Context: an optimization exercise on an open-source flow, tuned for small area, a short achievable clock period and few clock cycles per item. The choices shown serve that exercise and are no tape-out recipe. Function was checked by simulation only, so behaviour that the tests miss may differ from the original.

branch zinc:
// inv_byte_substitution_state
module inv_byte_substitution_state (
    input  logic           i_clock,
    input  logic           i_reset,
    input  logic [127:0]   i_state,
    input  logic           i_valid,
    output logic           o_ready,
    output logic [127:0]   o_state,
    output logic           o_valid,
    input  logic           i_ready
);
    logic vout_q, va_q, vs_q, ready_q;
    logic lo, la, acc;
    inv_byte_flag u_ovalid (
        .i_clock (i_clock),
        .i_reset (i_reset),
        .i_en    (lo),
        .i_d     (va_q),
        .o_q     (o_valid)
    );
    assign acc = i_valid & ready_q;
    assign lo  = ~vout_q | i_ready;    
    assign la  = ~va_q | lo;           
    for (genvar k = 0; k < 16; k++) begin : g_lane
        inv_byte_lane u_lane (
            .i_clock (i_clock),
            .i_byte  (i_state[8*k +: 8]),
            .i_ready (i_ready),
            .i_vout  (vout_q),
            .i_va    (va_q),
            .i_vs    (vs_q),
            .o_byte  (o_state[8*k +: 8])
        );
    end
    always_ff @(posedge i_clock) begin
        if (i_reset) begin
            vout_q  <= 1'b0;
            va_q    <= 1'b0;
            vs_q    <= 1'b0;
            ready_q <= 1'b1;
        end else begin
            if (lo) vout_q <= va_q;
            if (la) begin
                va_q    <= vs_q | acc;
                vs_q    <= vs_q & acc;
                ready_q <= ~(vs_q & acc);
            end else begin
                vs_q    <= vs_q | acc;
                ready_q <= ~(vs_q | acc);
            end
        end
    end
    assign o_ready = ready_q;
endmodule
export LEC_CHECK = 0
export CAP_MARGIN = 20
export CORE_MARGIN = 2
export CORE_UTILIZATION = 40
export SLEW_MARGIN = 20
export SYNTH_HIERARCHICAL = 1
create_clock -name core_clock -period 16.0 [get_ports {i_clock}]
standard.sh (not shown) runs the stock make flow with config.mk's settings and CLKGATE_MAP_FILE= SYNTH_SCRIPT=/design/flow/synth_recipe.tcl, a recipe that flattens the netlist after the stock synthesis.
==> flow/flow/run.sh <==
#!/bin/bash
# The standard layout, with plain buf_2 cells as the port buffers instead of the delay
# buffer that buffer_ports picks by default. Everything else is the standard flow.
set -euo pipefail
bash standard.sh "BUFFER_PORTS_ARGS=-buffer_cell sky130_fd_sc_hd__buf_2" finish > standard_flow.log 2>&1
Testbench counts of branch zinc, summed over its fixed seeds: cycles 1,616, items 1,600.
The inputs of branch indigo differ from those of branch zinc as listed below.
-- flow/flow/run.sh --
<<< branch zinc, line 5
bash standard.sh "BUFFER_PORTS_ARGS=-buffer_cell sky130_fd_sc_hd__buf_2" finish > standard_flow.log 2>&1
>>> branch indigo, line 5
bash standard.sh "BUFFER_PORTS_ARGS=-buffer_cell sky130_fd_sc_hd__buf_2" SETUP_SLACK_MARGIN=11.0 finish > standard_flow.log 2>&1
## What came out
Diff branch zinc -> branch indigo | number of fillers in the final layout | down slightly
Relative to branch zinc, cell count has increased by 28 in branch indigo.
In branch indigo, non-clock buffer count is higher than in branch zinc.
The launching element of the worst setup path comes out g_lane[5].u_lane.a_q[1] in one run and g_lane[6].u_lane.a_q[1] in the other, namely in branch indigo and branch zinc respectively.
The post-synthesis instance total on branch zinc is in line with that on branch indigo.
Delta (branch indigo minus branch zinc): worst path required time held steady, via count dropped 68, post-route core utilization climbed 1.3 points.
The final area in branch indigo sits 3.0% above the value recorded for branch zinc.
branch zinc has lower number of global-route vias before repair than branch indigo.


job 2234:
Another version of the RTL of inv_byte_substitution_state (not shown whole).
For scale: about 390 flip-flops, about 260 I/O pins.
Settings: LEC_CHECK=0, CAP_MARGIN=20, CORE_MARGIN=2, CORE_UTILIZATION=40, CTS_CLUSTER_DIAMETER=80, CTS_CLUSTER_SIZE=20, SLEW_MARGIN=20, SYNTH_HIERARCHICAL=1; clock period 16.0 ns.
==> flow/flow/run.sh <==
#!/bin/bash
# The standard layout, with plain buf_2 cells as the port buffers instead of the delay
# buffer that buffer_ports picks by default. Everything else is the standard flow.
set -euo pipefail
bash standard.sh "BUFFER_PORTS_ARGS=-buffer_cell sky130_fd_sc_hd__buf_2" SETUP_SLACK_MARGIN=11.5 finish > standard_flow.log 2>&1
Job 2234: no failed stages, no open violations at the end
Testbench counts of job 2234, summed over its fixed seeds: cycles 1,616, items 1,600.
Relative to job 2234, the following input files were edited for job 4255:
Settings: swapping 20 for 30 in CTS_CLUSTER_SIZE; swapping 80 for 100 in CTS_CLUSTER_DIAMETER.
-- flow/flow/run.sh --
<<< job 2234, line 4
set -euo pipefail
bash standard.sh "BUFFER_PORTS_ARGS=-buffer_cell sky130_fd_sc_hd__buf_2" SETUP_SLACK_MARGIN=11.5 finish > standard_flow.log 2>&1
>>> job 4255, line 4
set -euo pipefail
bash standard.sh "BUFFER_PORTS_ARGS=-buffer_cell sky130_fd_sc_hd__buf_2" SETUP_SLACK_MARGIN=11.4 finish > standard_flow.log 2>&1
Results
Job 4255 vs. job 2234: area of combinational cells with multiple inputs down about 0.9%; post-route cell area down about 1%; routed via count flat; worst setup slack up 22 ps; initial antenna violation count up 1.
From job 4255 to job 2234, synthesized cell count did not move at all.
For job 2234, the start point of the critical path was g_lane[8].u_lane.out_q[4], unlike job 4255, where it was g_lane[15].u_lane.out_q[7].
diff inputs: job 4255 => job 9667
Settings: swapping 30 for 24 in CTS_CLUSTER_SIZE; clearing CTS_CLUSTER_DIAMETER, which used to be 100.
==> comparison <==
Going from job 4255 to job 9667, the number of H-tree branching levels was found to have gone up by 1.
Taking job 4255 as the reference, in job 9667 non-clock buffer instance count of the final layout shows an increase of about 0.4%; count of hold-fix buffers inserted at cts level; minimum clock period after layout decreased 27 ps.
Here is what was changed in the inputs of job 3655 compared with job 9667.
Settings: putting CTS_BUF_LIST at sky130_fd_sc_hd__clkbuf_8 where nothing was set; swapping 24 for 16 in CTS_CLUSTER_SIZE.
Notes after the runs:
- From job 9667 to job 3655 the numbers moved as follows: via-per-instance ratio has remained practically unchanged; first-pass GRT wire length has increased; overall fraction of global-route tracks in use has increased; worst setup slack has decreased.


== run 1 ==
inv_byte_substitution_state again, from the RTL that the note above started with.
export LEC_CHECK = 0
export CAP_MARGIN = 20
export CORE_MARGIN = 2
export CORE_UTILIZATION = 40
export CTS_BUF_LIST = sky130_fd_sc_hd__clkbuf_8
export CTS_CLUSTER_DIAMETER = 80
export CTS_CLUSTER_SIZE = 20
export SLEW_MARGIN = 20
export SYNTH_HIERARCHICAL = 1
create_clock -name core_clock -period 16.0 [get_ports {i_clock}]
==> flow/flow/run.sh <==
#!/bin/bash
set -euo pipefail
bash standard.sh "BUFFER_PORTS_ARGS=-buffer_cell sky130_fd_sc_hd__buf_2" SETUP_SLACK_MARGIN=11.4 finish > standard_flow.log 2>&1
In summary, run 1 completed successfully, with a layout that passed the timing, design-rule and antenna checks.
Testbench counts of run 1, summed over its fixed seeds: cycles 1,616, items 1,600.
Changes in run 2 relative to run 1:
- CTS_BUF_LIST removed (was sky130_fd_sc_hd__clkbuf_8)
diff --git a/flow/flow/run.sh b/flow/flow/run.sh
--- a/flow/flow/run.sh
+++ b/flow/flow/run.sh
@@ -1,2 +1,4 @@
 #!/bin/bash
+# The standard layout, with plain buf_2 cells as the port buffers instead of the delay
+# buffer that buffer_ports picks by default. Everything else is the standard flow.
 set -euo pipefail
Notes after the runs:
Delta (run 2 minus run 1): buffering overhead has remained practically unchanged, minimum clock period -90 ps. Delta(hold slack, run 2 - run 1) < 0. Cell area: run 2 vs run 1 up 1.0%. Per the comparison of run 2 with run 1, final cycle utilization of the critical path down 0.56 points; average via count per standard cell flat; count of unique library cells instantiated by Yosys flat; number of vias in the routed layout flat; global-route usage flat.
Input-level comparison between run 3 and run 2:
- CORE_UTILIZATION changed from 40 to 55
==> comparison <==
Of run 3 and run 2, the lower post-synthesis to final-layout area growth belongs to run 3. Compared with run 2, in run 3 placeable core region went down by 0.020 mm2; setup slack -49 ps; die width now smaller; well tap count went down about 28%. The final reports for run 3 and run 2 show placement row count lower in the former. Cell area after placement came out lower on run 3 than on run 2. Final area was higher in the run labelled run 2.
Changes in run 4 relative to run 3:
- changing CORE_UTILIZATION from 55 to 40
==> flow/flow/run.sh <==
#!/bin/bash
# The standard layout (standard.sh) with one change: the port buffers are plain buf_2
# cells instead of the delay buffer that buffer_ports picks by default (every input and
# output port still gets its own buffer). The whole make output goes to standard_flow.log
# in the work folder.
set -euo pipefail
bash standard.sh "BUFFER_PORTS_ARGS=-buffer_cell sky130_fd_sc_hd__buf_2" finish > standard_flow.log 2>&1
[summary]
- Transition time at the pin with the least slew margin, run 3 and run 4: smaller value in run 4
- Compared to run 3, the routing of run 4 uses less wire.
- In the tables for run 3 and run 4, total met3 wirelength after detailed routing reads lower with run 3.
- Diff run 3 and run 4: total of cells resized after clock tree synthesis lower in run 4
- From run 3 to run 4, setup TNS did not move at all.


Another version of the RTL of inv_byte_substitution_state (not shown whole).
For scale: roughly 260 I/O pins, roughly 31,000 µm² of cells after synthesis.
clock: 16.0 ns
lec_check: 0
cap_margin: 20
core_margin: 2
core_utilization: 40
slew_margin: 20
synth_hierarchical: 1
==> flow/flow/run.sh <==
#!/bin/bash
# The standard layout, with plain buf_2 cells as the port buffers instead of the delay
# buffer that buffer_ports picks by default. Everything else is the standard flow.
set -euo pipefail
bash standard.sh "BUFFER_PORTS_ARGS=-buffer_cell sky130_fd_sc_hd__buf_2" SETUP_SLACK_MARGIN=11.0 finish > standard_flow.log 2>&1
Testbench counts at the start, summed over its fixed seeds: cycles 1,616, items 1,600.
Edit:
==> flow/run.sh (new file) <==
#!/bin/bash
# synth_recipe.tcl (not shown) runs the flow's synth.tcl, then flattens the netlist and writes it again
# the make line also repeats each setting of config.mk as NAME=value (left out here)
make -C /OpenROAD-flow-scripts/flow DESIGN_CONFIG=/design/flow/config.mk WORK_HOME=/design/flow/orfs CLKGATE_MAP_FILE= SYNTH_SCRIPT=/design/flow/synth_recipe.tcl finish
removed: flow/flow/run.sh
removed: flow/standard.sh
The changed run went through all stages and came out clean.
Via count went up by 2.1%.
Clock-buffer cell count went up by 4.
Cell area went down by 0.64%.
Cell count went down by 1.2%.
Wire length went up by 3.8%.
Edit:
==> flow/flow/run.sh (new file) <==
#!/bin/bash
# The standard layout, with plain buf_2 cells as the port buffers instead of the delay
# buffer that buffer_ports picks by default. Everything else is the standard flow.
set -euo pipefail
bash standard.sh "BUFFER_PORTS_ARGS=-buffer_cell sky130_fd_sc_hd__buf_2" SETUP_SLACK_MARGIN=11.6 finish > standard_flow.log 2>&1
==> flow/standard.sh (new file) <==
#!/bin/bash
# synth_recipe.tcl (not shown) runs the flow's synth.tcl, then flattens the netlist and writes it again
# the make line also repeats each setting of config.mk as NAME=value (left out here)
make -C /OpenROAD-flow-scripts/flow DESIGN_CONFIG=/design/flow/config.mk WORK_HOME=/design/flow/orfs CLKGATE_MAP_FILE= SYNTH_SCRIPT=/design/flow/synth_recipe.tcl "${@:-finish}"
removed: flow/run.sh
Outcome:
- The new run produced a clean layout
- non-clock buffer count is higher by 421
- final cell count is higher by roughly a tenth
- final area is higher by about a fifth
- setup slack is better by 1.0 ns
- hold slack is worse by 0.019 ns
- routed wire length is higher by roughly a tenth
- synthesized area does not change
- via count is higher by a little under a tenth
- fmax is higher by about a fifth
Edit:
==> flow/flow/run.sh (replaced) <==
#!/bin/bash
# The standard layout, with plain buf_2 cells as the port buffers instead of the delay
# buffer that buffer_ports picks by default. Everything else is the standard flow.
set -euo pipefail
bash standard.sh "BUFFER_PORTS_ARGS=-buffer_cell sky130_fd_sc_hd__buf_2" finish > standard_flow.log 2>&1
Result: Cell area went down by 17%; maximum frequency went down by 14%; flip-flop and latch count stays the same; sequential share of layout area went up by 5.8 points; die area stays the same; core utilization went down by 9.1 points.

-- what the ideal ports hide --
No port has a modelled driver above. Below, the same layouts with a new extraction and two added sets of constraints.
Step 1 sets driving cells, clkbuf_16 on the clock port and buf_2 on the other inputs (assumed; they add their load-dependent delay and slew).
Step 2 moves the port delays by t, midway between the first and last clock arrival at a register: inputs arrive t later, outputs are due t later. That takes back most of the time a late clock gives input paths.
Three values: ideal, step 1, step 2; two values: the first two.
| run | t (ns) | slack for setup (ns) | clock arrival spread, ns | cell pins on the clock port's net |
|---|---|---|---|---|
| branch zinc | 0.631 | 11.093 / 11.093 / 11.093 | 0.035 / 0.035 | 1 |
| branch indigo | 0.635 | 11.361 / 11.361 / 11.240 | 0.028 / 0.027 | 1 |
| job 2234 | 0.674 | 11.598 / 11.536 / 11.236 | 0.041 / 0.040 | 1 |
| job 4255 | 0.655 | 11.621 / 11.559 / 11.247 | 0.039 / 0.039 | 1 |
| job 9667 | 0.628 | 11.648 / 11.586 / 11.256 | 0.024 / 0.024 | 1 |
| job 3655 | 0.701 | 11.585 / 11.523 / 11.218 | 0.062 / 0.061 | 1 |
| run 1 | 0.740 | 11.512 / 11.449 / 11.265 | 0.043 / 0.043 | 1 |
| run 2 | 0.674 | 11.601 / 11.538 / 11.235 | 0.039 / 0.040 | 1 |
| run 3 | 0.653 | 11.552 / 11.486 / 11.260 | 0.022 / 0.021 | 1 |
| run 4 | 0.613 | 11.393 / 11.393 / 11.241 | 0.032 / 0.032 | 1 |
| the first run of note 4 | 0.627 | 11.317 / 11.313 / 11.195 | 0.022 / 0.021 | 1 |
| the second run of note 4 | 0.628 | 10.563 / 10.500 / 10.704 | 0.019 / 0.018 | 1 |
| the third run of note 4 | 0.640 | 11.559 / 11.496 / 11.243 | 0.015 / 0.016 | 1 |
| the fourth run of note 4 | 0.627 | 10.836 / 10.836 / 10.836 | 0.022 / 0.023 | 1 |
After both steps every run listed still meets setup and hold. The setup slack of job 9667, which loses most, moves by -0.062 ns with the drivers and by -0.392 ns with both steps.
